Background: an optimization exercise with open tools, aiming at small area, a short achievable clock period and few clock cycles. Do not read the settings as production practice.
No run shown here included a check of the RTL's function; only the layout flow was run.
Power figures rest on the tool's default switching activity, not on a simulated workload.

**design/flow/design.v**
```verilog
package stt_pkg;
  localparam int unsigned OffsetBits   = 24;
  localparam int unsigned PositionBits = 16;
  localparam logic [OffsetBits-1:0]   OffMax = {OffsetBits{1'b1}};
  localparam logic [PositionBits-1:0] PosMax = {PositionBits{1'b1}};
  localparam logic [15:0]             LenMax = 16'hFFFF;
  localparam logic [2:0] MIdle     = 3'd0;
  localparam logic [2:0] MIdent    = 3'd1;
  localparam logic [2:0] MNumber   = 3'd2;
  localparam logic [2:0] MFraction = 3'd3;
  localparam logic [2:0] MString   = 3'd4;
  localparam logic [2:0] MEscape   = 3'd5;
  localparam logic [2:0] MComment  = 3'd6;
  localparam logic [2:0] MEnded    = 3'd7;
  localparam logic [2:0] PNone  = 3'd0;
  localparam logic [2:0] PSlash = 3'd1;
  localparam logic [2:0] PEq    = 3'd2;
  localparam logic [2:0] PBang  = 3'd3;
  localparam logic [2:0] PLt    = 3'd4;
  localparam logic [2:0] PGt    = 3'd5;
  localparam logic [2:0] PDot   = 3'd6;
  localparam logic [5:0] KEnd     = 6'd0;
  localparam logic [5:0] KIdent   = 6'd1;
  localparam logic [5:0] KNumber  = 6'd2;
  localparam logic [5:0] KString  = 6'd3;
  localparam logic [5:0] KKw0     = 6'd4;
  localparam logic [5:0] KLParen  = 6'd24;
  localparam logic [5:0] KRParen  = 6'd25;
  localparam logic [5:0] KLBrace  = 6'd26;
  localparam logic [5:0] KRBrace  = 6'd27;
  localparam logic [5:0] KSemi    = 6'd28;
  localparam logic [5:0] KComma   = 6'd29;
  localparam logic [5:0] KDot     = 6'd30;
  localparam logic [5:0] KAssign  = 6'd31;
  localparam logic [5:0] KBang    = 6'd33;
  localparam logic [5:0] KLt      = 6'd35;
  localparam logic [5:0] KGt      = 6'd37;
  localparam logic [5:0] KPlus    = 6'd39;
  localparam logic [5:0] KMinus   = 6'd40;
  localparam logic [5:0] KStar    = 6'd41;
  localparam logic [5:0] KSlash   = 6'd42;
  localparam logic [5:0] KStrByte = 6'd44;
  localparam logic [5:0] KBadChar = 6'd45;
  localparam logic [5:0] KUnterm  = 6'd46;
  localparam int unsigned NumKw = 20;
  localparam logic [1:0] PosCur = 2'd0;
  localparam logic [1:0] PosRun = 2'd1;
  localparam logic [1:0] PosOp  = 2'd2;
  function automatic logic [63:0] kw_text(input int k);
    logic [63:0] w;
    w = '0;
    case (k)
      0:  w[23:0] = {"t", "e", "l"};
      1:  w[39:0] = {"t", "n", "i", "r", "p"};
      2:  w[15:0] = {"f", "i"};
      3:  w[31:0] = {"e", "s", "l", "e"};
      4:  w[39:0] = {"e", "l", "i", "h", "w"};
      5:  w[31:0] = {"e", "u", "r", "t"};
      6:  w[39:0] = {"e", "s", "l", "a", "f"};
      7:  w[23:0] = {"l", "i", "n"};
      8:  w[23:0] = {"d", "n", "a"};
      9:  w[15:0] = {"r", "o"};
      10: w[15:0] = {"i", "u"};
      11: w[31:0] = {"t", "i", "n", "i"};
      12: w[31:0] = {"t", "x", "e", "t"};
      13: w[47:0] = {"n", "o", "t", "t", "u", "b"};
      14: w[39:0] = {"t", "u", "p", "n", "i"};
      15: w[23:0] = {"n", "u", "r"};
      16: w[39:0] = {"r", "a", "e", "l", "c"};
      17: w[39:0] = {"e", "l", "t", "i", "t"};
      18: w[47:0] = {"t", "c", "e", "l", "e", "s"};
      19: w[63:0] = {"x", "o", "b", "k", "c", "e", "h", "c"};
      default: w = '0;
    endcase
    kw_text = w;
  endfunction
  function automatic int kw_len(input int k);
    int l;
    case (k)
      0, 7, 8, 15:            l = 3;
      1, 4, 6, 14, 16, 17:    l = 5;
      2, 9, 10:               l = 2;
      3, 5, 11, 12:           l = 4;
      13, 18:                 l = 6;
      19:                     l = 8;
      default:                l = 0;
    endcase
    kw_len = l;
  endfunction
  typedef struct packed {
    logic eot;       
    logic alpha;     
    logic digit;     
    logic blank;     
    logic lf;
    logic quote;
    logic bslash;
    logic dot;
    logic eq;
    logic slash;
    logic hold;      
    logic single;    
  } cls_t;
  function automatic cls_t classify(input logic [7:0] c, input logic end_of_text);
    cls_t k;
    k.eot    = end_of_text || c == 8'd0;
    k.alpha  = (c >= "a" && c <= "z") || (c >= "A" && c <= "Z") || c == "_";
    k.digit  = c >= "0" && c <= "9";
    k.lf     = c == 8'h0A;
    k.blank  = c == " " || c == 8'h09 || c == 8'h0D || c == 8'h0A;
    k.quote  = c == "\"";
    k.bslash = c == "\\";
    k.dot    = c == ".";
    k.eq     = c == "=";
    k.slash  = c == "/";
    k.hold   = c == "/" || c == "=" || c == "!" || c == "<" || c == ">";
    k.single = c == "(" || c == ")" || c == "{" || c == "}" || c == ";" || c == "," ||
               c == "." || c == "+" || c == "-" || c == "*";
    classify = k;
  endfunction
endpackage
module stt_kw_match (
  input  logic [7:0]  c_i,        
  input  logic [15:0] len_i,      
  input  logic        open_i,     
  input  logic [stt_pkg::NumKw-1:0] mask_i,
  output logic [stt_pkg::NumKw-1:0] mask_o,
  output logic [5:0]  kind_o      
);
  logic short_len;
  assign short_len = len_i[15:3] == 13'd0;
  logic [63:0] w;
  always_comb begin
    for (int k = 0; k < stt_pkg::NumKw; k++) begin
      w = stt_pkg::kw_text(k);
      if (open_i) begin
        mask_o[k] = c_i == w[7:0];
      end else begin
        mask_o[k] = 1'b0;
        for (int i = 1; i < stt_pkg::kw_len(k); i++) begin
          if (short_len && len_i[2:0] == 3'(i) && c_i == w[i*8 +: 8])
            mask_o[k] = mask_i[k];
        end
      end
    end
  end
  logic [5:0] kw_kind;
  always_comb begin
    kw_kind = 6'd0;
    for (int k = 0; k < stt_pkg::NumKw; k++) begin
      if (mask_i[k] && len_i == 16'(stt_pkg::kw_len(k))) kw_kind = kw_kind | (stt_pkg::KKw0 + 6'(k));
    end
    kind_o = (kw_kind != 6'd0) ? kw_kind : stt_pkg::KIdent;
  end
endmodule
module stt_core (
  input  logic        clk_i,
  input  logic        rst_ni,
  input  logic        go_i,
  input  logic        out_ready_i,
  input  logic [7:0]  text_byte_i,
  input  stt_pkg::cls_t cls_i,        
  output logic        done_o,      
  output logic        out_valid_o,
  output logic [5:0]  out_kind_o,
  output logic [23:0] out_off_o,
  output logic [15:0] out_len_o,
  output logic [15:0] out_line_o,
  output logic [15:0] out_col_o,
  output logic [7:0]  out_sb_o,
  output logic        out_last_o
);
  localparam logic [1:0] LRun = 2'd3;
  logic [2:0]  mode_q, mode_d;
  logic [2:0]  pend_q, pend_d;
  logic        halt_q, halt_d;
  logic [23:0] off_q;                
  logic [15:0] line_q, col_q;
  logic        adv_q;                
  logic        lastlf_q;             
  logic [23:0] cur_off;              
  logic [15:0] cur_line, cur_col;
  logic [23:0] p_off_q;              
  logic [15:0] p_line_q, p_col_q;
  logic [15:0] len_q, len_d;
  logic        ppend_q;                     
  logic [stt_pkg::NumKw-1:0] kwm_q, kwm_d;
  logic        ov_q;
  logic [5:0]  kind_q;
  logic [7:0]  sb_q;
  logic        last_q;
  logic [1:0]  lsel_q;
  logic [7:0]  c;
  logic        eot;
  logic        is_alpha, is_digit, is_blank, is_lf, is_quote, is_bslash, is_dot, is_eq;
  logic        is_slash, is_bang, is_lt, is_gt, is_hold, is_open;
  logic [5:0]  single_kind;
  logic        is_single;
  logic [15:0] len_inc;
  logic [5:0]  kw_kind;
  logic        kw_open;
  logic        close_res, fall, fall_res, split;
  logic [5:0]  close_kind, fall_kind;
  logic [1:0]  close_pos;
  logic [1:0]  close_len, fall_len;
  logic [7:0]  sb;
  logic        open_run, hold_op, advance, emit, more;
  assign eot = cls_i.eot;
  assign c = text_byte_i;
  assign is_alpha  = cls_i.alpha;
  assign is_digit  = cls_i.digit;
  assign is_lf     = cls_i.lf;
  assign is_blank  = cls_i.blank;
  assign is_quote  = cls_i.quote;
  assign is_bslash = cls_i.bslash;
  assign is_dot    = cls_i.dot;
  assign is_eq     = cls_i.eq;
  assign is_slash  = cls_i.slash;
  assign is_bang   = c == "!";
  assign is_lt     = c == "<";
  assign is_gt     = c == ">";
  assign is_hold   = cls_i.hold;
  assign is_open   = is_alpha || is_digit || is_quote;
  assign is_single = cls_i.single;
  always_comb begin
    case (c)
      "(":     single_kind = stt_pkg::KLParen;
      ")":     single_kind = stt_pkg::KRParen;
      "{":     single_kind = stt_pkg::KLBrace;
      "}":     single_kind = stt_pkg::KRBrace;
      ";":     single_kind = stt_pkg::KSemi;
      ",":     single_kind = stt_pkg::KComma;
      ".":     single_kind = stt_pkg::KDot;
      "+":     single_kind = stt_pkg::KPlus;
      "-":     single_kind = stt_pkg::KMinus;
      "*":     single_kind = stt_pkg::KStar;
      default: single_kind = stt_pkg::KBadChar;
    endcase
  end
  assign len_inc = (len_q != stt_pkg::LenMax) ? len_q + 16'd1 : len_q;
  assign cur_off  = (adv_q && off_q != stt_pkg::OffMax) ? off_q + 24'd1 : off_q;
  assign cur_line = (adv_q && lastlf_q && line_q != stt_pkg::PosMax) ? line_q + 16'd1 : line_q;
  assign cur_col  = (adv_q && lastlf_q) ? 16'd1 :
                    (adv_q && col_q != stt_pkg::PosMax) ? col_q + 16'd1 : col_q;
  stt_kw_match u_kw (
    .c_i(c), .len_i(len_q), .open_i(kw_open), .mask_i(kwm_q), .mask_o(kwm_d), .kind_o(kw_kind)
  );
  always_comb begin
    fall_res = 1'b1;
    fall_kind = single_kind;
    fall_len = 2'd1;
    if (eot) begin
      fall_kind = stt_pkg::KEnd; fall_len = 2'd0;
    end else if (is_blank || is_open || is_hold) begin
      fall_res = 1'b0;
    end else if (!is_single) begin
      fall_len = 2'd0;
    end
  end
  always_comb begin
    mode_d = mode_q; pend_d = pend_q; halt_d = halt_q; len_d = len_q;
    close_res = 1'b0; close_kind = stt_pkg::KEnd; close_pos = stt_pkg::PosRun; close_len = 2'd0;
    fall = 1'b0; split = 1'b0; more = 1'b0;
    kw_open = 1'b0;
    open_run = 1'b0; hold_op = 1'b0;
    sb = 8'd0;
    case (mode_q)
      stt_pkg::MString: begin
        if (eot) begin
          close_res = 1'b1; close_kind = stt_pkg::KUnterm; halt_d = 1'b1;
        end else if (is_quote) begin
          len_d = len_inc; close_res = 1'b1; close_kind = stt_pkg::KString; close_len = LRun;
          mode_d = stt_pkg::MIdle;
        end else if (is_bslash) begin
          len_d = len_inc; mode_d = stt_pkg::MEscape;
        end else begin
          len_d = len_inc; close_res = 1'b1; close_kind = stt_pkg::KStrByte; sb = c;
        end
      end
      stt_pkg::MEscape: begin
        if (eot) begin
          close_res = 1'b1; close_kind = stt_pkg::KUnterm; halt_d = 1'b1;
        end else begin
          len_d = len_inc; mode_d = stt_pkg::MString; close_res = 1'b1; close_kind = stt_pkg::KStrByte;
          sb = (c == "n") ? 8'h0A : (c == "t") ? 8'h09 : (c == "r") ? 8'h0D : c;
        end
      end
      stt_pkg::MComment: begin
        if (eot || is_lf) begin
          mode_d = stt_pkg::MIdle; fall = 1'b1;
        end
      end
      stt_pkg::MIdent: begin
        if (!eot && (is_alpha || is_digit)) begin
          len_d = len_inc;
        end else begin
          close_res = 1'b1; close_kind = kw_kind; close_len = LRun;
          mode_d = stt_pkg::MIdle; fall = 1'b1;
        end
      end
      stt_pkg::MNumber, stt_pkg::MFraction: begin
        if (pend_q == stt_pkg::PDot) begin
          if (!eot && is_digit) begin
            len_d = (len_q < 16'hFFFE) ? len_q + 16'd2 : stt_pkg::LenMax;
            mode_d = stt_pkg::MFraction; pend_d = stt_pkg::PNone;
          end else begin
            close_res = 1'b1; close_kind = stt_pkg::KNumber; close_len = LRun;
            mode_d = stt_pkg::MIdle; pend_d = stt_pkg::PDot; split = 1'b1; more = 1'b1;
          end
        end else if (!eot && is_digit) begin
          len_d = len_inc;
        end else if (!eot && is_dot && mode_q == stt_pkg::MNumber) begin
          pend_d = stt_pkg::PDot; hold_op = 1'b1;
        end else begin
          close_res = 1'b1; close_kind = stt_pkg::KNumber; close_len = LRun;
          mode_d = stt_pkg::MIdle; fall = 1'b1;
        end
      end
      stt_pkg::MEnded: begin
        close_res = 1'b1; close_kind = stt_pkg::KEnd; close_pos = stt_pkg::PosCur;
      end
      default: begin
        pend_d = stt_pkg::PNone;
        close_pos = stt_pkg::PosOp;
        case (pend_q)
          stt_pkg::PSlash: begin
            if (!eot && is_slash) begin
              mode_d = stt_pkg::MComment;
            end else begin
              close_res = 1'b1; close_kind = stt_pkg::KSlash; close_len = 2'd1; fall = 1'b1;
            end
          end
          stt_pkg::PEq, stt_pkg::PBang, stt_pkg::PLt, stt_pkg::PGt: begin
            close_res = 1'b1;
            case (pend_q)
              stt_pkg::PEq:   close_kind = stt_pkg::KAssign;
              stt_pkg::PBang: close_kind = stt_pkg::KBang;
              stt_pkg::PLt:   close_kind = stt_pkg::KLt;
              default:        close_kind = stt_pkg::KGt;
            endcase
            if (!eot && is_eq) begin
              close_kind = close_kind + 6'd1; close_len = 2'd2;
            end else begin
              close_len = 2'd1; fall = 1'b1;
            end
          end
          stt_pkg::PDot: begin
            close_res = 1'b1; close_kind = stt_pkg::KDot; close_len = 2'd1; fall = 1'b1;
          end
          default: begin
            fall = 1'b1;
          end
        endcase
      end
    endcase
    if (fall && close_res && (fall_res || (!eot && is_open && close_len == LRun))) begin
      split = 1'b1; more = fall_res;
      mode_d = stt_pkg::MIdle; pend_d = stt_pkg::PNone;
    end
    if (fall && !split) begin
      if (eot) begin
        mode_d = stt_pkg::MEnded;
      end else if (is_open) begin
        mode_d = is_alpha ? stt_pkg::MIdent : is_digit ? stt_pkg::MNumber : stt_pkg::MString;
        len_d = 16'd1; open_run = 1'b1; kw_open = 1'b1;
      end else if (is_hold) begin
        pend_d = is_slash ? stt_pkg::PSlash : is_eq ? stt_pkg::PEq : is_bang ? stt_pkg::PBang :
                 is_lt ? stt_pkg::PLt : stt_pkg::PGt;
        hold_op = 1'b1;
      end else if (!is_blank && !is_single) begin
        halt_d = 1'b1;
      end
    end
    if (halt_q) begin
      mode_d = mode_q; pend_d = pend_q; halt_d = halt_q; len_d = len_q;
      close_res = 1'b0; fall = 1'b0; split = 1'b0; open_run = 1'b0; hold_op = 1'b0;
    end
  end
  assign done_o = !split;
  assign emit = close_res || (fall && fall_res);
  assign advance = done_o && !eot && !halt_d && mode_q != stt_pkg::MEnded;
  logic [1:0]  pos_sel;
  assign pos_sel = close_res ? close_pos : stt_pkg::PosCur;
  always_ff @(posedge clk_i or negedge rst_ni) begin
    if (!rst_ni) begin
      mode_q <= stt_pkg::MIdle; pend_q <= stt_pkg::PNone; halt_q <= 1'b0;
      off_q <= '0; line_q <= 16'd1; col_q <= 16'd1; adv_q <= 1'b0;
      ov_q <= 1'b0; ppend_q <= 1'b0;
    end else begin
      if (go_i) ppend_q <= open_run && emit;
      if (go_i) begin
        mode_q <= mode_d; pend_q <= pend_d; halt_q <= halt_d;
        if (advance) begin
          off_q <= cur_off; line_q <= cur_line; col_q <= cur_col; adv_q <= 1'b1;
        end
      end
      if (go_i) ov_q <= emit;
      else if (out_ready_i) ov_q <= 1'b0;
    end
  end
  always_ff @(posedge clk_i) begin
    if (go_i) begin
      len_q <= len_d;
      kwm_q <= kwm_d;
      if (advance) lastlf_q <= is_lf;
      if (emit && pos_sel == stt_pkg::PosCur || open_run && !emit) begin
        p_off_q <= cur_off; p_line_q <= cur_line; p_col_q <= cur_col;
      end else if (emit && pos_sel == stt_pkg::PosOp || ppend_q) begin
        p_off_q <= off_q; p_line_q <= line_q; p_col_q <= col_q;
      end
      if (emit) begin
        kind_q <= close_res ? close_kind : fall_kind;
        lsel_q <= close_res ? close_len : fall_len;
        sb_q <= sb;
        last_q <= !more;
      end
    end
  end
  assign out_valid_o = ov_q;
  assign out_kind_o  = kind_q;
  assign out_off_o   = p_off_q;
  assign out_line_o  = p_line_q;
  assign out_col_o   = p_col_q;
  assign out_len_o   = (lsel_q == LRun) ? len_q : {14'd0, lsel_q};
  assign out_sb_o    = sb_q;
  assign out_last_o  = last_q;
endmodule
module source_text_tokenizer_top (
  input  logic        clk_i,
  input  logic        rst_ni,
  input  logic        in_valid,
  output logic        in_ready,
  input  logic [7:0]  in_text_byte,
  input  logic        in_end_of_text,
  output logic        out_valid,
  input  logic        out_ready,
  output logic [5:0]  out_kind,
  output logic [23:0] out_start_offset,
  output logic [15:0] out_token_length,
  output logic [15:0] out_token_line,
  output logic [15:0] out_token_col,
  output logic [7:0]  out_string_byte,
  output logic        out_last
);
  logic       hv_q, sv_q;
  logic [7:0] hb_q, sb_q;
  logic       se_q;
  stt_pkg::cls_t hc_q;
  logic       take, go, done;
  logic [7:0] nb;
  logic       ne;
  assign nb = sv_q ? sb_q : in_text_byte;
  assign ne = sv_q ? se_q : in_end_of_text;
  assign in_ready = !sv_q;
  assign take = in_valid && !sv_q;
  assign go = hv_q && (!out_valid || out_ready);
  stt_core u_core (
    .clk_i, .rst_ni, .go_i(go), .out_ready_i(out_ready),
    .text_byte_i(hb_q), .cls_i(hc_q), .done_o(done),
    .out_valid_o(out_valid), .out_kind_o(out_kind), .out_off_o(out_start_offset),
    .out_len_o(out_token_length), .out_line_o(out_token_line), .out_col_o(out_token_col),
    .out_sb_o(out_string_byte), .out_last_o(out_last)
  );
  always_ff @(posedge clk_i or negedge rst_ni) begin
    if (!rst_ni) begin
      hv_q <= 1'b0; sv_q <= 1'b0;
    end else begin
      if (!hv_q || (go && done)) begin
        hv_q <= sv_q || take;
        sv_q <= sv_q && take;
      end else begin
        sv_q <= sv_q || take;
      end
    end
  end
  always_ff @(posedge clk_i) begin
    if (!hv_q || (go && done)) begin
      if (sv_q || take) begin
        hb_q <= nb; hc_q <= stt_pkg::classify(nb, ne);
      end
    end
    if (take) begin
      sb_q <= in_text_byte; se_q <= in_end_of_text;
    end
  end
endmodule
```
**design/flow/constraint.sdc**
```tcl
create_clock -name core_clock -period 9.0 [get_ports {clk_i}]
set_input_delay 1.8000 -clock core_clock [delete_from_list [all_inputs] [get_ports {clk_i}]]
set_output_delay 1.8000 -clock core_clock [all_outputs]
set_load 0.01 [all_outputs]
```
**design/flow/standard.sh**
```bash
#!/bin/bash
# synth_recipe.tcl (not shown) runs the flow's synth.tcl, then flattens the netlist and writes it again
# the make line also repeats each setting of config.mk as NAME=value (left out here)
make -C /OpenROAD-flow-scripts/flow DESIGN_CONFIG=/design/flow/config.mk WORK_HOME=/design/flow/orfs CLKGATE_MAP_FILE= SYNTH_SCRIPT=/design/flow/synth_recipe.tcl "${@:-finish}"
```
**design/flow/flow/run.sh**
```bash
#!/bin/bash
set -euo pipefail
export BUFFER_PORTS_ARGS="-buffer_cell sky130_fd_sc_hd__buf_1"
export CTS_ARGS="-sink_clustering_enable -repair_clock_nets -dont_use_dummy_load -buf_list sky130_fd_sc_hd__clkbuf_8 -sink_buffer_max_cap_derate 0.6"
export SETUP_SLACK_MARGIN=5.5
bash standard.sh > standard_flow.log 2>&1
```
**design/flow/config.mk**
```make
export PLATFORM = sky130hd
export DESIGN_NAME = source_text_tokenizer_top
export DESIGN_NICKNAME = source_text_tokenizer_top
export VERILOG_FILES = /design/flow/design.v
export SDC_FILE = /design/flow/constraint.sdc
export NUM_CORES = 4
export LEC_CHECK = 0
export CAP_MARGIN = 20
export CORE_MARGIN = 2
export CORE_UTILIZATION = 60
export PLACE_DENSITY = 0.7
export SLEW_MARGIN = 20
```
==> results.txt, run 1 <==
- Outcome: timing/DRC/antenna clean
- Starting Density: 60.9%
- # IOs: 102
- Vias per cell: 6.51
- Die Y-Extent: 150 µm
- Grt ovf: 0
- Critical Setup Path Class: in -> reg
- Final cell count without fillers: 1,684
- DR iter-0 viols: 1,156
- Routed Antenna Nets: 0
- Number of port buffers: 101
- Mapped Nets: 1,377
- Max_cap viols: 0
- GRT Total Usage: 30.0%
- Die width: 150 µm
- First-pass GRT wire length: 54,000 µm
- Part of the cycle the worst path needs: 38.6%
- Fin. max-slew vios: 0
- Depth of the most critical reg-to-reg path: 8
- H-tree depth: 2
- Post-synth top area share: 32.7%
- Layout cell share with drive strength beyond 1: 8.66%
- Seq. cell area: 0.00588 mm²
- Worst reg2reg setup slack: 5660 ps
- Number of global-route vias before repair: 10,300
- Synth unique cells: 95
- Synthesis-stage register bit count: 207
- Total Routed Length: 33,400 µm
- Core area: 0.0210 mm²
- CTS Root Cell: clkbuf_8
- Count of final setup violators: 0
- Clk slew on worst S/H paths: 50 ps
- Setup TNS: 0 ps
- Fillers: 1,730
- Crit end category: register
- Fmax: 288 MHz
- Area of the multi-input gates: 0.00644 mm²
- Clock power share: 37.4%
- Top_reg_cell synth: edfxtp_1
- Cells after DPL: 1,640
- TritonCTS Buffers: 36
- Worst EP arrival: 3880 ps
- PD cells: 135 mW/mm²
- Async SR Flop Fraction: 32.9%
- Part of the power in registers: 56.0%
- Setup Skew: 51.4 ps
- DRC viols: 0
- Peak supply drop: 0.109 mV
- Skew-Pair Late Insertion Delay: 530 ps
- Dominant cells by area after synthesis: edfxtp_1, dfrtp_1, xor2_1
- Internal power: 1420 µW
- Hold Path Cell Cnt: 1
- Switching share of power: 23.9%
- Worst-margin pin slew: 1080 ps
- Layout net count: 1,435
- Pin count of the biggest net entering global routing: 69
- Fin crit period: 3470 ps
- WL/cell: 19.9 µm
- Sw Pwr: 445 µW
- Synth-to-layout area growth: 8.20%
- Gpl congestion: 0.959
- Slew HR: 27.1%
- Drt first pass iters: 5
- Synth warn: 3
- RSZ-0062 raised after global routing: true
- Antenna violations before repair: 0
- TritonCTS clock tree: built
- Detailed placement HPWL: 22,600 µm
- Worst-path fanout max: 56
- Vias: 11,000
- Mapped cell area: 0.0128 mm²
- Post-Syn Instances: 1,353
- Clock Path Buffers: 3
- Clk sinks: 207
- Number of synthesized flops with an enable pin: 139
- Full die area: 0.0225 mm²
- Final Hold Vio Count: 0
- Antenna cells: 0
- Comb power frac: 6.6%
- Setup crit start kind: primary input
- Rows: 53
- Pleak: 0.00524 µW
- Worst EP required: 9400 ps
- Largest area contributor in the netlist: edfxtp_1
- Synth Area per Inst: 9.44 µm²
- Seq/Total Area, Yosys: 46.0%
- Cts hold-fix bufs: 0
- Worst min-delay path class: reg -> reg
metrics by stage:
stage               hold WS (ps)  worst slack [ps]  utilization [%]  power [µW]  area (µm²)
floorplan                    445              5500                -        1140       12800
global placement             493              4640             62.7        1170       13100
detailed placement           500              4560             62.7        1170       13100
CTS                          514              5500             65.4        1870       13700
global route                 535              5440             65.9        1920       13800
finish                       510              5530             65.9        1860       13800
registers in the layout, indices dropped and copies added (netlist names), 12 cells and up:
register / cells
u_core.kwm_q: 20
u_core.p_off_q: 24
u_core.off_q: 24
u_core.col_q: 16
hc_q: 12
u_core.p_line_q: 16
u_core.len_q: 16
u_core.p_col_q: 16
u_core.line_q: 16
power groups by stage:
stage / clock network [µW] / registers [µW] / logic [µW]
2_1_floorplan: 0 / 1050 / 87.5
3_3_place_gp: 0 / 1060 / 115
3_5_place_dp: 0 / 1060 / 115
4_1_cts: 713 / 1040 / 116
5_1_grt: 746 / 1040 / 135
6_report: 696 / 1040 / 123
cell families after synthesis:
group,Yosys count,synth area share (%)
flip-flops,207,46.0
XOR/XNOR,89,6.10
AO/OA/AOI/OAI,346,17.8
buffers and inverters,133,4.52
AND/OR/NAND/NOR,549,23.0
multiplexers,17,1.41
adder cells (fa/ha/maj),12,1.16
timing repair:
item                                    CTS  global route
pin swaps                                 0             1
gates resized for setup                  15            13
endpoints found under the setup margin  230           151
setup buffers                             1             6
cloned                                    1             0
final cells by class:
cell class	instances	share of cell area, %
Clock buffer	36	3.59
Sequential cell	207	42.6
Multi-Input combinational cell	1014	46.6
Inverter	38	1.06
Timing Repair Buffer	114	3.70
Tap cell	275	2.49
metal layers:
layer / track usage, % / up-vias / part of all wire, %
li1: - / 5148 / -
met1: 44.4 / 5156 / 44
met2: 45.1 / 597 / 45
met3: 5.37 / 69 / 8.7
met4: 9.01 / 0 / 2.0
met5: 0 / - / 0
worst paths after layout:
kind,startpoint,endpoint
min in group asynchronous,rst_ni,u_core.col_q[8]$_DFFE_PN0P_
max in group asynchronous,rst_ni,u_core.mode_q[1]$_DFFE_PN0P_
max reg2reg,hc_q[11]$_DFFE_PP_,hb_q[0]$_DFFE_PP_
max,out_ready,u_core.off_q[1]$_DFFE_PN0P_
min reg2reg,u_core.off_q[8]$_DFFE_PN0P_,u_core.off_q[8]$_DFFE_PN0P_
min,u_core.off_q[8]$_DFFE_PN0P_,u_core.off_q[8]$_DFFE_PN0P_
cell usage after synthesis, drive strengths merged, types with 5 or more instances:
library cell    n
xnor2          26
or4             5
inv            37
nand3          64
or2             7
nor3           69
o21ai         103
mux2i           9
or3             7
o2111ai         9
clkbuf         56
nand4b          5
nor2          121
and2           15
a31oi          35
ha             11
and4            8
xor2           63
nor4           25
a22oi          10
o221ai          9
o211ai          6
o31ai          36
nand2b         15
nand2         109
nor2b          11
mux2            8
o22ai           7
o21a            6
and3           43
a21oi          72
dfrtp          66
nand4          25
buf            39
nand3b          8
edfxtp        139
worst max-delay path, stage by stage:
cell	delay (ps)
buf_1	80
nand2b_1	190
and2_2	300
nand2_2	190
nor4_2	320
o211ai_4	110
buf_6	250
or2_1	290
mux2_1	320
cells in the final DEF (no fill, tap or decap), drive strengths merged, types with 35 or more instances in the layout:
| master | n |
|---|---|
| edfxtp | 139 |
| nor2 | 121 |
| buf | 114 |
| nand2 | 109 |
| o21ai | 103 |
| a21oi | 72 |
| nor3 | 69 |
| dfrtp | 66 |
| nand3 | 64 |
| xor2 | 63 |
| and3 | 43 |
| inv | 37 |
| clkbuf | 36 |
| o31ai | 36 |
| a31oi | 35 |
==> run 2, diff against run 1 <==
--- a/design/flow/design.v
+++ b/design/flow/design.v
@@ -87,36 +87,43 @@
     endcase
     kw_len = l;
   endfunction
-  typedef struct packed {
-    logic eot;       
-    logic alpha;     
-    logic digit;     
-    logic blank;     
-    logic lf;
-    logic quote;
-    logic bslash;
-    logic dot;
-    logic eq;
-    logic slash;
-    logic hold;      
-    logic single;    
-  } cls_t;
-  function automatic cls_t classify(input logic [7:0] c, input logic end_of_text);
-    cls_t k;
-    k.eot    = end_of_text || c == 8'd0;
-    k.alpha  = (c >= "a" && c <= "z") || (c >= "A" && c <= "Z") || c == "_";
-    k.digit  = c >= "0" && c <= "9";
-    k.lf     = c == 8'h0A;
-    k.blank  = c == " " || c == 8'h09 || c == 8'h0D || c == 8'h0A;
-    k.quote  = c == "\"";
-    k.bslash = c == "\\";
-    k.dot    = c == ".";
-    k.eq     = c == "=";
-    k.slash  = c == "/";
-    k.hold   = c == "/" || c == "=" || c == "!" || c == "<" || c == ">";
-    k.single = c == "(" || c == ")" || c == "{" || c == "}" || c == ";" || c == "," ||
-               c == "." || c == "+" || c == "-" || c == "*";
-    classify = k;
+  localparam logic [3:0] CBlank  = 4'b0000;    
+  localparam logic [3:0] CLf     = 4'b0001;
+  localparam logic [3:0] CAlpha  = 4'b0010;    
+  localparam logic [3:0] CDigit  = 4'b0011;
+  localparam logic [3:0] CQuote  = 4'b0100;
+  localparam logic [3:0] CBslash = 4'b0101;
+  localparam logic [3:0] CEot    = 4'b0110;    
+  localparam logic [3:0] CEq     = 4'b1000;
+  localparam logic [3:0] CSlash  = 4'b1001;
+  localparam logic [3:0] CBang   = 4'b1010;
+  localparam logic [3:0] CLt     = 4'b1011;
+  localparam logic [3:0] CGt     = 4'b1100;
+  localparam logic [3:0] CDot    = 4'b1101;
+  localparam logic [3:0] CSingle = 4'b1110;    
+  localparam logic [3:0] CBad    = 4'b1111;
+  function automatic logic [3:0] byte_class(input logic [7:0] c, input logic end_of_text);
+    logic [3:0] k;
+    if (end_of_text || c == 8'd0) k = CEot;
+    else if ((c >= "a" && c <= "z") || (c >= "A" && c <= "Z") || c == "_") k = CAlpha;
+    else if (c >= "0" && c <= "9") k = CDigit;
+    else begin
+      case (c)
+        " ", 8'h09, 8'h0D: k = CBlank;
+        8'h0A:             k = CLf;
+        "\"":              k = CQuote;
+        "\\":             k = CBslash;
+        "=":               k = CEq;
+        "/":               k = CSlash;
+        "!":               k = CBang;
+        "<":               k = CLt;
+        ">":               k = CGt;
+        ".":               k = CDot;
+        "(", ")", "{", "}", ";", ",", "+", "-", "*": k = CSingle;
+        default:           k = CBad;
+      endcase
+    end
+    byte_class = k;
   endfunction
 endpackage
 module stt_kw_match (
@@ -159,7 +166,7 @@
   input  logic        go_i,
   input  logic        out_ready_i,
   input  logic [7:0]  text_byte_i,
-  input  stt_pkg::cls_t cls_i,        
+  input  logic [3:0]  cls_i,        
   output logic        done_o,      
   output logic        out_valid_o,
   output logic [5:0]  out_kind_o,
@@ -205,23 +212,23 @@
   logic [1:0]  close_len, fall_len;
   logic [7:0]  sb;
   logic        open_run, hold_op, advance, emit, more;
-  assign eot = cls_i.eot;
+  assign eot = cls_i == stt_pkg::CEot;
   assign c = text_byte_i;
-  assign is_alpha  = cls_i.alpha;
-  assign is_digit  = cls_i.digit;
-  assign is_lf     = cls_i.lf;
-  assign is_blank  = cls_i.blank;
-  assign is_quote  = cls_i.quote;
-  assign is_bslash = cls_i.bslash;
-  assign is_dot    = cls_i.dot;
-  assign is_eq     = cls_i.eq;
-  assign is_slash  = cls_i.slash;
-  assign is_bang   = c == "!";
-  assign is_lt     = c == "<";
-  assign is_gt     = c == ">";
-  assign is_hold   = cls_i.hold;
+  assign is_alpha  = cls_i == stt_pkg::CAlpha;
+  assign is_digit  = cls_i == stt_pkg::CDigit;
+  assign is_lf     = cls_i == stt_pkg::CLf;
+  assign is_blank  = cls_i[3:1] == 3'b000;
+  assign is_quote  = cls_i == stt_pkg::CQuote;
+  assign is_bslash = cls_i == stt_pkg::CBslash;
+  assign is_dot    = cls_i == stt_pkg::CDot;
+  assign is_eq     = cls_i == stt_pkg::CEq;
+  assign is_slash  = cls_i == stt_pkg::CSlash;
+  assign is_bang   = cls_i == stt_pkg::CBang;
+  assign is_lt     = cls_i == stt_pkg::CLt;
+  assign is_gt     = cls_i == stt_pkg::CGt;
+  assign is_hold   = cls_i[3] && cls_i <= stt_pkg::CGt;
   assign is_open   = is_alpha || is_digit || is_quote;
-  assign is_single = cls_i.single;
+  assign is_single = cls_i == stt_pkg::CDot || cls_i == stt_pkg::CSingle;
   always_comb begin
     case (c)
       "(":     single_kind = stt_pkg::KLParen;
@@ -381,6 +388,9 @@
   assign advance = done_o && !eot && !halt_d && mode_q != stt_pkg::MEnded;
   logic [1:0]  pos_sel;
   assign pos_sel = close_res ? close_pos : stt_pkg::PosCur;
+  logic p_load, p_from_last;
+  assign p_load = (emit && pos_sel != stt_pkg::PosRun) || (open_run && !emit) || ppend_q;
+  assign p_from_last = ppend_q || (mode_q == stt_pkg::MIdle && pend_q != stt_pkg::PNone);
   always_ff @(posedge clk_i or negedge rst_ni) begin
     if (!rst_ni) begin
       mode_q <= stt_pkg::MIdle; pend_q <= stt_pkg::PNone; halt_q <= 1'b0;
@@ -403,10 +413,10 @@
       len_q <= len_d;
       kwm_q <= kwm_d;
       if (advance) lastlf_q <= is_lf;
-      if (emit && pos_sel == stt_pkg::PosCur || open_run && !emit) begin
-        p_off_q <= cur_off; p_line_q <= cur_line; p_col_q <= cur_col;
-      end else if (emit && pos_sel == stt_pkg::PosOp || ppend_q) begin
-        p_off_q <= off_q; p_line_q <= line_q; p_col_q <= col_q;
+      if (p_load) begin
+        p_off_q  <= p_from_last ? off_q  : cur_off;
+        p_line_q <= p_from_last ? line_q : cur_line;
+        p_col_q  <= p_from_last ? col_q  : cur_col;
       end
       if (emit) begin
         kind_q <= close_res ? close_kind : fall_kind;
@@ -444,11 +454,11 @@
 );
   logic       hv_q, sv_q;
   logic [7:0] hb_q, sb_q;
+  logic [3:0] hc_q;
   logic       se_q;
-  stt_pkg::cls_t hc_q;
-  logic       take, go, done;
   logic [7:0] nb;
   logic       ne;
+  logic       take, go, done;
   assign nb = sv_q ? sb_q : in_text_byte;
   assign ne = sv_q ? se_q : in_end_of_text;
   assign in_ready = !sv_q;
@@ -476,7 +486,7 @@
   always_ff @(posedge clk_i) begin
     if (!hv_q || (go && done)) begin
       if (sv_q || take) begin
-        hb_q <= nb; hc_q <= stt_pkg::classify(nb, ne);
+        hb_q <= nb; hc_q <= stt_pkg::byte_class(nb, ne);
       end
     end
     if (take) begin
==> results.txt, run 2 <==
- Starting Density: 61.1% (+0.12 points)
- Fmax: 290 MHz (+0.84%)
- Post-synthesis mux area share: 1.18% (-0.23 points)
- Worst-path fanout max: 6 (-89%)
- Worst min-delay path class: reg -> reg
- Biggest regs: u_core.off_q x24, u_core.p_off_q x24, u_core.kwm_q x20
- Pin count of the biggest net entering global routing: 69 (unchanged)
- Largest area contributor in the netlist: edfxtp_1
- Layout net count: 1,500 (+4.5%)
- Compound-Gate Fraction of Synth Area: 18.5% (+0.68 points)
- Die Y-Extent: 150 µm (+0.25%)
- Fin. max-slew vios: 0 (unchanged)
- Final worst setup slack: 5560 ps (+28.8 ps)
- Layout cell share with drive strength beyond 1: 9.02% (+0.36 points)
- Setup Skew: 45.2 ps (-6.18 ps)
- Most frequent cells in the layout: nand2_1, edfxtp_1, nor2_1, o21ai_0, buf_1
- Worst-margin pin slew: 960 ps (-118 ps)
- # IOs: 102 (unchanged)
- Antenna violations before repair: 0 (unchanged)
- Antenna cells: 0 (unchanged)
- GRT Total Usage: 31.0% (+1.1 points)
- Rows: 53 (unchanged)
- Commonest non-fill, non-tap cell in the layout: nand2_1
- DRC viols: 0 (unchanged)
- Top_reg_cell synth: edfxtp_1
- Detailed placement HPWL: 23,600 µm (+4.5%)
- Adder-cell share of the synthesized area: 1.15% (-0.0059 points)
- Full die area: 0.0226 mm² (+0.49%)
- Largest family of logic cells by synthesized area: simple AND/OR/NAND/NOR gates
- Max_cap viols: 0 (unchanged)
- Synth-to-layout area growth: 8.00%
- Synth warn: 3 (unchanged)
- Setup TNS: 0 ps (unchanged)
- Post-synth top area share: 30.6% (-2.0 points)
- Slew HR: 35.0% (+7.9 points)
- TritonCTS clock tree: built
- Vias per cell: 6.62 (+1.7%)
- Seq/Total Area, Yosys: 43.9% (-2.1 points)
- Drt first pass iters: 5 (unchanged)
- Commonest cells in the netlist: nand2_1, edfxtp_1, nor2_1
- Routed Antenna Nets: 0 (unchanged)
- Vias: 11,600 (+5.6%)
- Core area: 0.0210 mm² (+0.32%)
- Skew-Pair Late Insertion Delay: 480 ps (-50 ps)
- PD cells: 237 mW/mm² (+76%)
- Number of global-route vias before repair: 10,600 (+3.4%)
- Post-Syn Instances: 1,419 (+4.9%)
- Crit end category: register
- Synthesis-stage register bit count: 199 (-3.9%)
- Async SR Flop Fraction: 34.2% (+1.3 points)
- WL/cell: 20.2 µm (+1.5%)
- Fin crit period: 3440 ps (-28.8 ps)
- First-pass GRT wire length: 55,700 µm (+3.2%)
- Pleak: 0.00487 µW (-7.1%)
- Critical-path cell list: buf_1 -> nand2b_4 -> nand2_8 -> or2_4 -> or4_4 -> or3_4 -> buf_4 -> buf_4 -> nor4_4 -> xor2_1
- Setup crit start kind: primary input
- Dominant cells by area after synthesis: edfxtp_1, dfrtp_1, o21ai_0
- Synth unique cells: 99 (+4.2%)
- Worst EP arrival: 3840 ps (-40 ps)
- Clk sinks: 199 (-3.9%)
- Count of final setup violators: 0 (unchanged)
- RSZ-0062 raised after global routing: true
- TritonCTS Buffers: 17 (-53%)
- Place WS: 4620 ps (+64.4 ps)
- Count leader, synth: nand2_1
- DR iter-0 viols: 1,001 (-13%)
- Gpl congestion: 0.973 (+1.5%)
- Delay of the slowest critical-path stage: 450 ps (+130 ps)
- Number of port buffers: 101 (unchanged)
- Mapped cell area: 0.0128 mm² (+0.51%)
- Total Routed Length: 35,300 µm (+5.4%)
- H-tree depth: 4 (+2)
- Clk slew on worst S/H paths: 120 ps (+70 ps)
- Synth Area per Inst: 9.05 µm² (-4.2%)
- Clock Path Buffers: 2 (-1)
- Simple logic cell fraction of the synthesized area: 24.9% (+1.9 points)
- Worst EP required: 9390 ps (about the same)
- CTS Root Cell: clkbuf_8
- Xor/xnor share of the synthesized area: 6.21% (+0.11 points)
- Mapped Nets: 1,443 (+4.8%)
- Slowest cell on crit path: or3_4
- Cts hold-fix bufs: 0 (unchanged)
- Final Hold Vio Count: 0 (unchanged)
- Peak supply drop: 0.150 mV (+38%)
- Critical Setup Path Class: in -> reg
- Grt ovf: 0 (unchanged)
- Die width: 150 µm (+0.25%)
- Worst path most repeated cell: buf_4
- CP top delay family: simple AND/OR/NAND/NOR gates
- Number of synthesized flops with an enable pin: 131 (-5.8%)
- WP buf/inv: 3 (+1)
- Part of the cycle the worst path needs: 38.3% (-0.32 points)
- Outcome: timing/DRC/antenna clean
[run 2: changes by cell type after synthesis, moves of 15 or more]
cell     before  now
a21oi_1      72   93
nor3_2       16    0
a31oi_1      34   19
nand2_1     109  146
xor2_1       63   46
xnor2_1      26   45
o31ai_1      34   14
[run 2: power breakdown]
part	internal (µW)	switching (µW)
combinational	479	949
clock	168	282
sequential	1210	201
total	1860	1430
[run 2: path summary, 6_finish.rpt]
kind	startpoint	end	depth (start not counted)	slack, ps
max in group asynchronous	rst_ni	u_core.mode_q[0]$_DFFE_PN0P_	2	6780
max reg2reg	hc_q[1]$_SDFFCE_PP1P_	hc_q[3]$_SDFFCE_PP0P_	7	5660
min in group asynchronous	rst_ni	u_core.col_q[4]$_DFFE_PN0P_	2	1560
max	out_ready	u_core.line_q[15]$_DFFE_PN0P_	10	5560
min reg2reg	u_core.off_q[7]$_DFFE_PN0P_	u_core.off_q[7]$_DFFE_PN0P_	1	520
min	u_core.off_q[7]$_DFFE_PN0P_	u_core.off_q[7]$_DFFE_PN0P_	1	520
[run 2: kinds of logic (layout without fill, tap and decap cells)]
group / Yosys count / in the layout
AOI/OAI and AO/OA: 369 / 369
DFF: 199 / 199
and+or+nand+nor: 606 / 608
adders and majority gates: 12 / 12
xor gates and xnor gates: 91 / 91
muxes: 14 / 14
buffers and inverters: 128 / 181
[run 2: final cells by class]
| class | count | area, µm² |
|---|---|---|
| Clock buffer | 17 | 234 |
| Fill cell | 1806 | 7160 |
| Inverter | 26 | 106 |
| Multi-Input combinational cell | 1094 | 6870 |
| Sequential cell | 199 | 5640 |
| Tap cell | 275 | 344 |
| Timing Repair Buffer | 138 | 667 |
[run 2: metal layers]
layer  wire length, µm  up-vias  track usage (%)  share of wire, %
met2             15900      598             46.3                45
met4               726        0             10.8               2.1
met5                 0        -                0                 0
met3              2920       67             4.91               8.3
li1                  -     5394                -                 -
met1             15700     5527             46.0                45
[run 2: through the flow]
step / instance area [µm²] / power, µW / utilization (%) / hold slack (ps) / cells
6_report: 13900 / 3290 / 65.9 / 523 / 1749
4_1_cts: 13700 / 3220 / 65.1 / 521 / 1734
2_1_floorplan: 12900 / 2360 / - / 474 / 1419
5_1_grt: 13900 / 3470 / 65.9 / 538 / 1749
3_3_place_gp: 13300 / 2730 / 63.3 / 501 / 1703
3_5_place_dp: 13300 / 2740 / 63.3 / 504 / 1703
[run 2: timing repair]
item / CTS / global route
buffers inserted: 12 / 15
pin swaps: 4 / 8
resized for setup: 9 / 12
gates cloned: 2 / 0
setup endpoints to repair: 109 / 141
==> run 3, diff against run 2 <==
--- a/design/flow/design.v
+++ b/design/flow/design.v
@@ -87,78 +87,72 @@
     endcase
     kw_len = l;
   endfunction
-  localparam logic [3:0] CBlank  = 4'b0000;    
-  localparam logic [3:0] CLf     = 4'b0001;
-  localparam logic [3:0] CAlpha  = 4'b0010;    
-  localparam logic [3:0] CDigit  = 4'b0011;
-  localparam logic [3:0] CQuote  = 4'b0100;
-  localparam logic [3:0] CBslash = 4'b0101;
-  localparam logic [3:0] CEot    = 4'b0110;    
-  localparam logic [3:0] CEq     = 4'b1000;
-  localparam logic [3:0] CSlash  = 4'b1001;
-  localparam logic [3:0] CBang   = 4'b1010;
-  localparam logic [3:0] CLt     = 4'b1011;
-  localparam logic [3:0] CGt     = 4'b1100;
-  localparam logic [3:0] CDot    = 4'b1101;
-  localparam logic [3:0] CSingle = 4'b1110;    
-  localparam logic [3:0] CBad    = 4'b1111;
-  function automatic logic [3:0] byte_class(input logic [7:0] c, input logic end_of_text);
-    logic [3:0] k;
-    if (end_of_text || c == 8'd0) k = CEot;
-    else if ((c >= "a" && c <= "z") || (c >= "A" && c <= "Z") || c == "_") k = CAlpha;
-    else if (c >= "0" && c <= "9") k = CDigit;
-    else begin
-      case (c)
-        " ", 8'h09, 8'h0D: k = CBlank;
-        8'h0A:             k = CLf;
-        "\"":              k = CQuote;
-        "\\":             k = CBslash;
-        "=":               k = CEq;
-        "/":               k = CSlash;
-        "!":               k = CBang;
-        "<":               k = CLt;
-        ">":               k = CGt;
-        ".":               k = CDot;
-        "(", ")", "{", "}", ";", ",", "+", "-", "*": k = CSingle;
-        default:           k = CBad;
-      endcase
-    end
-    byte_class = k;
-  endfunction
 endpackage
 module stt_kw_match (
-  input  logic [7:0]  c_i,        
+  input  logic [7:0]  byte_i,     
   input  logic [15:0] len_i,      
   input  logic        open_i,     
-  input  logic [stt_pkg::NumKw-1:0] mask_i,
-  output logic [stt_pkg::NumKw-1:0] mask_o,
+  input  logic [5:0]  st_i,       
+  output logic [5:0]  st_o,
   output logic [5:0]  kind_o      
 );
-  logic short_len;
-  assign short_len = len_i[15:3] == 13'd0;
+  logic [4:0]  cand;
+  logic        alive;
+  logic [stt_pkg::NumKw-1:0] is_cand;
+  logic [25:0] is_letter;         
+  logic [8:0]  at;                
+  logic        stay, found;
   logic [63:0] w;
+  assign {alive, cand} = st_i;
+  always_comb begin
+    for (int i = 0; i < 26; i++) is_letter[i] = byte_i == 8'("a" + i);
+    for (int i = 0; i < 9; i++) at[i] = len_i == 16'(i);
+    for (int k = 0; k < stt_pkg::NumKw; k++) is_cand[k] = alive && cand == 5'(k);
+  end
   always_comb begin
+    stay = 1'b0;
+    found = 1'b0;
     for (int k = 0; k < stt_pkg::NumKw; k++) begin
       w = stt_pkg::kw_text(k);
-      if (open_i) begin
-        mask_o[k] = c_i == w[7:0];
-      end else begin
-        mask_o[k] = 1'b0;
-        for (int i = 1; i < stt_pkg::kw_len(k); i++) begin
-          if (short_len && len_i[2:0] == 3'(i) && c_i == w[i*8 +: 8])
-            mask_o[k] = mask_i[k];
-        end
+      for (int i = 1; i < stt_pkg::kw_len(k); i++) begin
+        if (is_cand[k] && at[i] && is_letter[w[i*8 +: 8] - 8'h61]) stay = 1'b1;
       end
+      if (is_cand[k] && at[stt_pkg::kw_len(k)]) found = 1'b1;
     end
   end
-  logic [5:0] kw_kind;
   always_comb begin
-    kw_kind = 6'd0;
-    for (int k = 0; k < stt_pkg::NumKw; k++) begin
-      if (mask_i[k] && len_i == 16'(stt_pkg::kw_len(k))) kw_kind = kw_kind | (stt_pkg::KKw0 + 6'(k));
+    st_o = 6'd0;
+    if (open_i) begin
+      st_o[5] = 1'b1;
+      if      (is_letter["l" - "a"]) st_o[4:0] = 5'd0;
+      else if (is_letter["p" - "a"]) st_o[4:0] = 5'd1;
+      else if (is_letter["i" - "a"]) st_o[4:0] = 5'd2;
+      else if (is_letter["e" - "a"]) st_o[4:0] = 5'd3;
+      else if (is_letter["w" - "a"]) st_o[4:0] = 5'd4;
+      else if (is_letter["t" - "a"]) st_o[4:0] = 5'd5;
+      else if (is_letter["f" - "a"]) st_o[4:0] = 5'd6;
+      else if (is_letter["n" - "a"]) st_o[4:0] = 5'd7;
+      else if (is_letter["a" - "a"]) st_o[4:0] = 5'd8;
+      else if (is_letter["o" - "a"]) st_o[4:0] = 5'd9;
+      else if (is_letter["u" - "a"]) st_o[4:0] = 5'd10;
+      else if (is_letter["b" - "a"]) st_o[4:0] = 5'd13;
+      else if (is_letter["r" - "a"]) st_o[4:0] = 5'd15;
+      else if (is_letter["c" - "a"]) st_o[4:0] = 5'd16;
+      else if (is_letter["s" - "a"]) st_o[4:0] = 5'd18;
+      else st_o[5] = 1'b0;
+    end else if (stay) begin
+      st_o = st_i;
+    end else begin
+      st_o[5] = 1'b1;
+      if      (is_cand[2]  && at[1] && is_letter["n" - "a"]) st_o[4:0] = 5'd11;
+      else if (is_cand[11] && at[2] && is_letter["p" - "a"]) st_o[4:0] = 5'd14;
+      else if (is_cand[5]  && at[1] && is_letter["e" - "a"]) st_o[4:0] = 5'd12;
+      else if (is_cand[5]  && at[1] && is_letter["i" - "a"]) st_o[4:0] = 5'd17;
+      else if (is_cand[16] && at[1] && is_letter["h" - "a"]) st_o[4:0] = 5'd19;
+      else st_o[5] = 1'b0;
     end
-    kind_o = (kw_kind != 6'd0) ? kw_kind : stt_pkg::KIdent;
   end
+  assign kind_o = found ? {1'b0, cand} + stt_pkg::KKw0 : stt_pkg::KIdent;
 endmodule
 module stt_core (
   input  logic        clk_i,
@@ -166,7 +160,7 @@
   input  logic        go_i,
   input  logic        out_ready_i,
   input  logic [7:0]  text_byte_i,
-  input  logic [3:0]  cls_i,        
+  input  logic        end_of_text_i,
   output logic        done_o,      
   output logic        out_valid_o,
   output logic [5:0]  out_kind_o,
@@ -191,7 +185,7 @@
   logic [15:0] p_line_q, p_col_q;
   logic [15:0] len_q, len_d;
   logic        ppend_q;                     
-  logic [stt_pkg::NumKw-1:0] kwm_q, kwm_d;
+  logic [5:0]  kwm_q, kwm_d;         
   logic        ov_q;
   logic [5:0]  kind_q;
   logic [7:0]  sb_q;
@@ -212,24 +206,24 @@
   logic [1:0]  close_len, fall_len;
   logic [7:0]  sb;
   logic        open_run, hold_op, advance, emit, more;
-  assign eot = cls_i == stt_pkg::CEot;
+  assign eot = end_of_text_i || (text_byte_i == 8'd0);
   assign c = text_byte_i;
-  assign is_alpha  = cls_i == stt_pkg::CAlpha;
-  assign is_digit  = cls_i == stt_pkg::CDigit;
-  assign is_lf     = cls_i == stt_pkg::CLf;
-  assign is_blank  = cls_i[3:1] == 3'b000;
-  assign is_quote  = cls_i == stt_pkg::CQuote;
-  assign is_bslash = cls_i == stt_pkg::CBslash;
-  assign is_dot    = cls_i == stt_pkg::CDot;
-  assign is_eq     = cls_i == stt_pkg::CEq;
-  assign is_slash  = cls_i == stt_pkg::CSlash;
-  assign is_bang   = cls_i == stt_pkg::CBang;
-  assign is_lt     = cls_i == stt_pkg::CLt;
-  assign is_gt     = cls_i == stt_pkg::CGt;
-  assign is_hold   = cls_i[3] && cls_i <= stt_pkg::CGt;
+  assign is_alpha  = (c >= "a" && c <= "z") || (c >= "A" && c <= "Z") || c == "_";
+  assign is_digit  = c >= "0" && c <= "9";
+  assign is_lf     = c == 8'h0A;
+  assign is_blank  = c == " " || c == 8'h09 || c == 8'h0D || is_lf;
+  assign is_quote  = c == "\"";
+  assign is_bslash = c == "\\";
+  assign is_dot    = c == ".";
+  assign is_eq     = c == "=";
+  assign is_slash  = c == "/";
+  assign is_bang   = c == "!";
+  assign is_lt     = c == "<";
+  assign is_gt     = c == ">";
+  assign is_hold   = is_slash || is_eq || is_bang || is_lt || is_gt;
   assign is_open   = is_alpha || is_digit || is_quote;
-  assign is_single = cls_i == stt_pkg::CDot || cls_i == stt_pkg::CSingle;
   always_comb begin
+    is_single = 1'b1;
     case (c)
       "(":     single_kind = stt_pkg::KLParen;
       ")":     single_kind = stt_pkg::KRParen;
@@ -241,7 +235,7 @@
       "+":     single_kind = stt_pkg::KPlus;
       "-":     single_kind = stt_pkg::KMinus;
       "*":     single_kind = stt_pkg::KStar;
-      default: single_kind = stt_pkg::KBadChar;
+      default: begin single_kind = stt_pkg::KBadChar; is_single = 1'b0; end
     endcase
   end
   assign len_inc = (len_q != stt_pkg::LenMax) ? len_q + 16'd1 : len_q;
@@ -250,7 +244,7 @@
   assign cur_col  = (adv_q && lastlf_q) ? 16'd1 :
                     (adv_q && col_q != stt_pkg::PosMax) ? col_q + 16'd1 : col_q;
   stt_kw_match u_kw (
-    .c_i(c), .len_i(len_q), .open_i(kw_open), .mask_i(kwm_q), .mask_o(kwm_d), .kind_o(kw_kind)
+    .byte_i(c), .len_i(len_q), .open_i(kw_open), .st_i(kwm_q), .st_o(kwm_d), .kind_o(kw_kind)
   );
   always_comb begin
     fall_res = 1'b1;
@@ -454,19 +448,14 @@
 );
   logic       hv_q, sv_q;
   logic [7:0] hb_q, sb_q;
-  logic [3:0] hc_q;
-  logic       se_q;
-  logic [7:0] nb;
-  logic       ne;
+  logic       he_q, se_q;
   logic       take, go, done;
-  assign nb = sv_q ? sb_q : in_text_byte;
-  assign ne = sv_q ? se_q : in_end_of_text;
   assign in_ready = !sv_q;
   assign take = in_valid && !sv_q;
   assign go = hv_q && (!out_valid || out_ready);
   stt_core u_core (
     .clk_i, .rst_ni, .go_i(go), .out_ready_i(out_ready),
-    .text_byte_i(hb_q), .cls_i(hc_q), .done_o(done),
+    .text_byte_i(hb_q), .end_of_text_i(he_q), .done_o(done),
     .out_valid_o(out_valid), .out_kind_o(out_kind), .out_off_o(out_start_offset),
     .out_len_o(out_token_length), .out_line_o(out_token_line), .out_col_o(out_token_col),
     .out_sb_o(out_string_byte), .out_last_o(out_last)
@@ -485,8 +474,10 @@
   end
   always_ff @(posedge clk_i) begin
     if (!hv_q || (go && done)) begin
-      if (sv_q || take) begin
-        hb_q <= nb; hc_q <= stt_pkg::byte_class(nb, ne);
+      if (sv_q) begin
+        hb_q <= sb_q; he_q <= se_q;
+      end else if (take) begin
+        hb_q <= in_text_byte; he_q <= in_end_of_text;
       end
     end
     if (take) begin
==> results.txt, run 3 <==
- Worst-path fanout max: 11 (+5)
- Max_cap viols: 0 (unchanged)
- Skew-Pair Late Insertion Delay: 480 ps (about the same)
- Number of port buffers: 101 (unchanged)
- Largest area contributor in the netlist: edfxtp_1
- GRT Total Usage: 32.7% (+1.6 points)
- Dominant cells by area after synthesis: edfxtp_1, dfrtp_1, nand2_1
- Antenna violations before repair: 1 (+1)
- Post-Syn Instances: 1,385 (-2.4%)
- Hold Path Cell Cnt: 1 (unchanged)
- Outcome: timing/DRC/antenna clean
- Biggest regs: u_core.off_q x24, u_core.p_off_q x24
- Seq/Total Area, Yosys: 41.3% (-2.7 points)
- Synth unique cells: 106 (+7.1%)
- # IOs: 102 (unchanged)
- TritonCTS clock tree: built
- Slowest cell on crit path: nor4_1
- Number of synthesized flops with an enable pin: 114 (-13%)
- Fin crit period: 3490 ps (+45.1 ps)
- Async SR Flop Fraction: 37.4% (+3.2 points)
- Die Y-Extent: 148 µm (-1.6%)
- Commonest cells in the netlist: nand2_1, edfxtp_1, nor2_1
- Fin. max-slew vios: 0 (unchanged)
- Clk slew on worst S/H paths: 120 ps (about the same)
- Gpl congestion: 1.01 (+4.2%)
- Mapped Nets: 1,410 (-2.3%)
- Full die area: 0.0219 mm² (-3.1%)
- Core area: 0.0203 mm² (-3.4%)
- DRC viols: 0 (unchanged)
- Starting Density: 61.2% (+0.16 points)
- Critical Setup Path Class: reg -> reg
- Pleak: 0.00488 µW (+0.13%)
- Pwr Total: 1440 µW (-56%)
- Setup Skew: 52.3 ps (+7.07 ps)
- Layout net count: 1,465 (-2.3%)
- DR iter-0 viols: 1,332 (+33%)
- Setup TNS: 0 ps (unchanged)
- Clock Path Buffers: 2 (unchanged)
- Number of global-route vias before repair: 10,700 (+0.86%)
- Synth-to-layout area growth: 8.31%
- Worst EP arrival: 3660 ps (-180 ps)
- Synth Area per Inst: 8.97 µm² (-0.81%)
- Drt first pass iters: 6 (+1)
- Setup crit start kind: register
- Fillers: 1,708 (-5.4%)
- Worst-margin pin slew: 975 ps (+14.7 ps)
- Slew HR: 34.6% (-0.41 points)
- Synthesis-stage register bit count: 182 (-8.5%)
- Total Routed Length: 36,300 µm (+2.9%)
- Detailed placement HPWL: 24,500 µm (+3.5%)
- Clk sinks: 182 (-8.5%)
- Most frequent cells in the layout: nand2_1, edfxtp_1, nor2_1, buf_1, o21ai_0
- Count of final setup violators: 0 (unchanged)
- Worst EP required: 9170 ps (-220 ps)
- Top_reg_cell synth: edfxtp_1
- Grt ovf: 0 (unchanged)
- Commonest non-fill, non-tap cell in the layout: nand2_1
- Critical-path cell list: or4_1 -> nor4_1 -> nand3_1 -> o21ai_0 -> a211oi_1 -> o311a_1 -> nand4_1 -> o22ai_4
- Final Hold Vio Count: 0 (unchanged)
- Part of the cycle the worst path needs: 38.8% (+0.50 points)
- Delay of the slowest critical-path stage: 760 ps (+310 ps)
- Layout cell share with drive strength beyond 1: 10.2% (+1.1 points)
- Die width: 148 µm (-1.6%)
- Count leader, synth: nand2_1
- Fmax: 287 MHz (-1.3%)
- PD cells: 107 mW/mm² (-55%)
- Peak supply drop: 0.0935 mV (-38%)
- Routed Antenna Nets: 0 (unchanged)
- Worst min-delay path class: reg -> reg
- Synth warn: 3 (unchanged)
- Crit end category: register
- RSZ-0062 raised after global routing: false
- Vias: 11,500 (-0.63%)
- Mapped cell area: 0.0124 mm² (-3.2%)
- First-pass GRT wire length: 57,300 µm (+2.9%)
- Post-synth top area share: 27.5% (-3.1 points)
- TritonCTS Buffers: 17 (unchanged)
- Vias per cell: 6.74 (+1.7%)
- Pin count of the biggest net entering global routing: 69 (unchanged)
- H-tree depth: 4 (unchanged)
- Rows: 52 (-1.9%)
- WL/cell: 21.2 µm (+5.3%)
- CTS Root Cell: clkbuf_8
- Cts hold-fix bufs: 0 (unchanged)
- Depth of the most critical reg-to-reg path: 8 (+1)
run 3: logic make-up (layout without fill, tap and decap cells):
kind of cell,Yosys count,count (layout),synth area share [%]
other cells,0,1,0
xor+xnor,90,90,6.34
simple gates,586,586,25.2
fa+ha+maj,13,13,1.29
flops,182,182,41.3
compound gates,356,357,19.3
buf+inv,138,190,4.76
mux,20,20,1.83
run 3: worst paths after layout:
path,slack (ps),end,startpoint
min in group asynchronous,1520,u_core.col_q[9]$_DFFE_PN0P_,rst_ni
max in group asynchronous,6810,u_core.mode_q[1]$_DFFE_PN0P_,rst_ni
worst min-delay path,530,u_core.off_q[13]$_DFFE_PN0P_,u_core.off_q[13]$_DFFE_PN0P_
worst max register to register,5510,u_core.kwm_q[5]$_DFFE_PP_,u_core.len_q[4]$_DFFE_PP_
worst min register to register,530,u_core.off_q[13]$_DFFE_PN0P_,u_core.off_q[13]$_DFFE_PN0P_
worst max-delay path,5510,u_core.kwm_q[5]$_DFFE_PP_,u_core.len_q[4]$_DFFE_PP_
run 3: timing repair:
item / in CTS / in global routing
setup buffers: 10 / 17
cloned: 1 / 2
endpoints found under the setup margin: 174 / 102
pin swaps: 2 / 7
resized for setup: 24 / 16
run 3: worst max-delay path, delay by kind of cell (launching register included):
kind            cells  cell delay (ps)
compound gates      4              750
flops               1              570
simple gates        4             1870
run 3: cell type report:
class | instances | area (µm²) | area share [%]
Antenna cell | 1 | 2.50 | 0.0186
Tap cell | 270 | 338 | 2.51
Multi-Input combinational cell | 1066 | 6900 | 51.3
Timing Repair inverter | 1 | 5.00 | 0.0372
Clock buffer | 17 | 234 | 1.74
Timing Repair Buffer | 144 | 739 | 5.49
Sequential cell | 182 | 5130 | 38.1
Inverter | 28 | 109 | 0.809
run 3: report_power, final:
group / leakage [µW] / switching [µW] / internal, µW / total [µW]
clock network: 0.000122 / 264 / 167 / 431
logic: 0.00263 / 79.1 / 35.3 / 114
registers: 0.00212 / 7.29 / 891 / 898
total: 0.00488 / 350 / 1090 / 1440
run 3: routing by layer:
layer  wire [µm]  track usage [%]  vias to the layer above
met2       17300             52.7                      650
li1            -                -                     5297
met3        3030             5.93                      121
met5           0                0                        -
met1       14500             43.7                     5445
met4        1430             13.9                        0
run 3: stage by stage:
stage	cell area [µm²]	utilization, %	hold slack, ps	std cells	worst slack, ps
after global routing	13500	66.3	534	1708	5470
after CTS	13200	65.1	523	1689	5510
after floorplan	12500	-	474	1385	5080
after global placement	12800	63.1	494	1661	4740
final	13500	66.3	527	1709	5510
after detailed placement	12800	63.1	506	1661	4630
==> run 4, diff against run 3 <==
--- a/design/flow/design.v
+++ b/design/flow/design.v
@@ -382,9 +382,6 @@
   assign advance = done_o && !eot && !halt_d && mode_q != stt_pkg::MEnded;
   logic [1:0]  pos_sel;
   assign pos_sel = close_res ? close_pos : stt_pkg::PosCur;
-  logic p_load, p_from_last;
-  assign p_load = (emit && pos_sel != stt_pkg::PosRun) || (open_run && !emit) || ppend_q;
-  assign p_from_last = ppend_q || (mode_q == stt_pkg::MIdle && pend_q != stt_pkg::PNone);
   always_ff @(posedge clk_i or negedge rst_ni) begin
     if (!rst_ni) begin
       mode_q <= stt_pkg::MIdle; pend_q <= stt_pkg::PNone; halt_q <= 1'b0;
@@ -407,10 +404,10 @@
       len_q <= len_d;
       kwm_q <= kwm_d;
       if (advance) lastlf_q <= is_lf;
-      if (p_load) begin
-        p_off_q  <= p_from_last ? off_q  : cur_off;
-        p_line_q <= p_from_last ? line_q : cur_line;
-        p_col_q  <= p_from_last ? col_q  : cur_col;
+      if (emit && pos_sel == stt_pkg::PosCur || open_run && !emit) begin
+        p_off_q <= cur_off; p_line_q <= cur_line; p_col_q <= cur_col;
+      end else if (emit && pos_sel == stt_pkg::PosOp || ppend_q) begin
+        p_off_q <= off_q; p_line_q <= line_q; p_col_q <= col_q;
       end
       if (emit) begin
         kind_q <= close_res ? close_kind : fall_kind;
==> design/flow/run.sh (new file) <==
#!/bin/bash
# synth_recipe.tcl (not shown) runs the flow's synth.tcl, then flattens the netlist and writes it again
# the make line also repeats each setting of config.mk as NAME=value (left out here)
make -C /OpenROAD-flow-scripts/flow DESIGN_CONFIG=/design/flow/config.mk WORK_HOME=/design/flow/orfs CLKGATE_MAP_FILE= SYNTH_SCRIPT=/design/flow/synth_recipe.tcl finish
--- a/design/flow/config.mk
+++ b/design/flow/config.mk
@@ -7,6 +7,7 @@
 export LEC_CHECK = 0
 export CAP_MARGIN = 20
 export CORE_MARGIN = 2
-export CORE_UTILIZATION = 60
-export PLACE_DENSITY = 0.7
+export CORE_UTILIZATION = 30
+export PLACE_DENSITY = 0.45
+export SETUP_SLACK_MARGIN = 5
 export SLEW_MARGIN = 20
removed: design/flow/flow/run.sh
removed: design/flow/standard.sh
==> results.txt, run 4 <==
- Count of final setup violators: 0 (unchanged)
- GRT Total Usage: 18.2% (-14 points)
- # IOs: 102 (unchanged)
- TritonCTS Buffers: 17 (unchanged)
- Commonest cells in the netlist: nor2_1, nand2_1, edfxtp_1
- Starting Density: 30.4% (-31 points)
- Pleak: 0.00534 µW (+9.4%)
- WL/cell: 20.4 µm (-4.0%)
- Hold path start: u_core.line_q[15]$_DFFE_PN0P_
- Top_reg_cell synth: edfxtp_1
- Core area: 0.0408 mm² (+100%)
- GR Util met1: 25.8% (-18 points)
- Drt first pass iters: 6 (unchanged)
- Crit end category: register
- Most frequent cells in the layout: nand2_1, nor2_1, edfxtp_1, o21ai_0, clkdlybuf4s50_1
- Fin crit period: 3900 ps (+411 ps)
- Slowest cell on crit path: clkdlybuf4s50_1
- Setup TNS: 0 ps (unchanged)
- WP buf/inv: 2 (+2)
- Critical Setup Path Class: in -> reg
- Setup Skew: 14.8 ps (-37.5 ps)
- Vias: 11,000 (-4.1%)
- Number of port buffers: 101 (unchanged)
- Worst EP required: 9330 ps (+160 ps)
- Met2 GRT Util: 28.8% (-24 points)
- Synth-to-layout area growth: 17.1%
- Seq/Total Area, Yosys: 41.4% (+0.11 points)
- Detailed placement HPWL: 27,200 µm (+11%)
- Synth warn: 3 (unchanged)
- Die Y-Extent: 207 µm (+40%)
- Worst reg2reg setup slack: 5220 ps (-290 ps)
- First-pass GRT wire length: 62,700 µm (+9.4%)
- Outcome: timing/DRC/antenna clean
- RR Endpoint: u_core.p_col_q[2]$_DFFE_PP_
- Dominant cells by area after synthesis: edfxtp_1, dfrtp_1, xor2_1
- GR peak layer: met2
- DR iter-0 viols: 1,049 (-21%)
- Layout cell share with drive strength beyond 1: 9.60% (-0.55 points)
- Biggest regs: u_core.off_q x24, u_core.p_off_q x24
- Crit Reg-Reg Startpoint: hb_q[5]$_DFFE_PP_
- Mapped cell area: 0.0124 mm² (-0.27%)
- CP top delay family: simple AND/OR/NAND/NOR gates
- RSZ-0062 raised after global routing: true
- Synthesis-stage register bit count: 182 (unchanged)
- Clk sinks: 182 (unchanged)
- Final Hold Vio Count: 0 (unchanged)
- Depth of the most critical reg-to-reg path: 11 (+3)
- Clk slew on worst S/H paths: 70 ps (-50 ps)
- Gpl congestion: 0.888 (-12%)
==> run 4: where the power goes <==
part	total, µW	switching (µW)	internal, µW
logic	443	287	155
registers	1000	62.1	943
clock network	791	348	443
==> run 4: area by class of cell <==
type,instances,area (µm²)
clock inverters,12,164
multi-input cells,1063,6790
well taps,532,666
repair buffers,128,1250
flip-flops and latches,182,5130
fillers,4189,26300
clock buffers,20,437
inverters,22,82.6
==> run 4: logic make-up (layout without fill, tap and decap cells) <==
logic type | after synthesis | in the layout | synth area share (%)
and+or+nand+nor | 581 | 581 | 26.2
AOI/OAI and AO/OA | 372 | 372 | 19.5
DFF | 182 | 182 | 41.4
buffers and inverters | 122 | 182 | 4.49
xor gates and xnor gates | 81 | 81 | 5.72
muxes | 17 | 17 | 1.50
adders and majority gates | 12 | 12 | 1.21
==> run 4: what timing repair did <==
item / in CTS / in global routing
pin swaps: 0 / 2
gates resized for setup: 8 / 12
hold buffers: 0 / 0
setup buffers: 3 / 7
setup endpoints to repair: 99 / 110
==> run 4: worst max-delay path by stage <==
stage / start / end / slack [ps] / cells after the start
after floorplan: out_ready / u_core.kind_q[0]$_DFFE_PP_ / 5150 / 6
after global placement: out_ready / u_core.col_q[9]$_DFFE_PN0P_ / 4440 / 8
after detailed placement: out_ready / u_core.col_q[9]$_DFFE_PN0P_ / 4410 / 8
after CTS: out_ready / u_core.line_q[1]$_DFFE_PN0P_ / 5050 / 9
after global routing: out_ready / u_core.line_q[1]$_DFFE_PN0P_ / 4980 / 9
final: out_ready / u_core.line_q[1]$_DFFE_PN0P_ / 5100 / 9
==> run 4: routing by layer <==
layer	vias up	part of all wire [%]
met5	-	0
met4	0	1.8
met3	54	4.9
met2	371	47
met1	5395	47
li1	5223	-
==> run 4: metrics by stage <==
step | cells | worst slack [ps] | instance area (µm²)
2_1_floorplan | 1367 | 5150 | 12400
3_5_place_dp | 1917 | 4410 | 13800
5_1_grt | 1959 | 4980 | 14500
3_3_place_gp | 1917 | 4440 | 13800
6_report | 1959 | 5100 | 14500
4_1_cts | 1952 | 5050 | 14400

## afterwards: timing with drivers on the ports
The results above use ideal ports. As a check the final layouts listed here were re-extracted and re-timed, cells and wires unchanged. Step 1: set_driving_cell puts a clkbuf_16 on clk_i and a buf_2 on each other input, an assumption about the parent block. Step 2 also shifts input and output timing later by t, the mid clock arrival at the registers, as if the neighbouring blocks saw the same clock. Slacks: no drivers / after step 1 / after step 2; pairs: no drivers / after step 1.
run | shift t [ns] | slack for setup (ns)
run 1 | 0.549 | 5.527 / 5.545 / 4.996
run 2 | 0.508 | 5.556 / 5.571 / 5.063
run 3 | 0.504 | 5.511 / 5.511 / 5.152
run 4 | 0.497 | 5.100 / 5.088 / 4.591
After both steps every run listed still meets setup and hold.
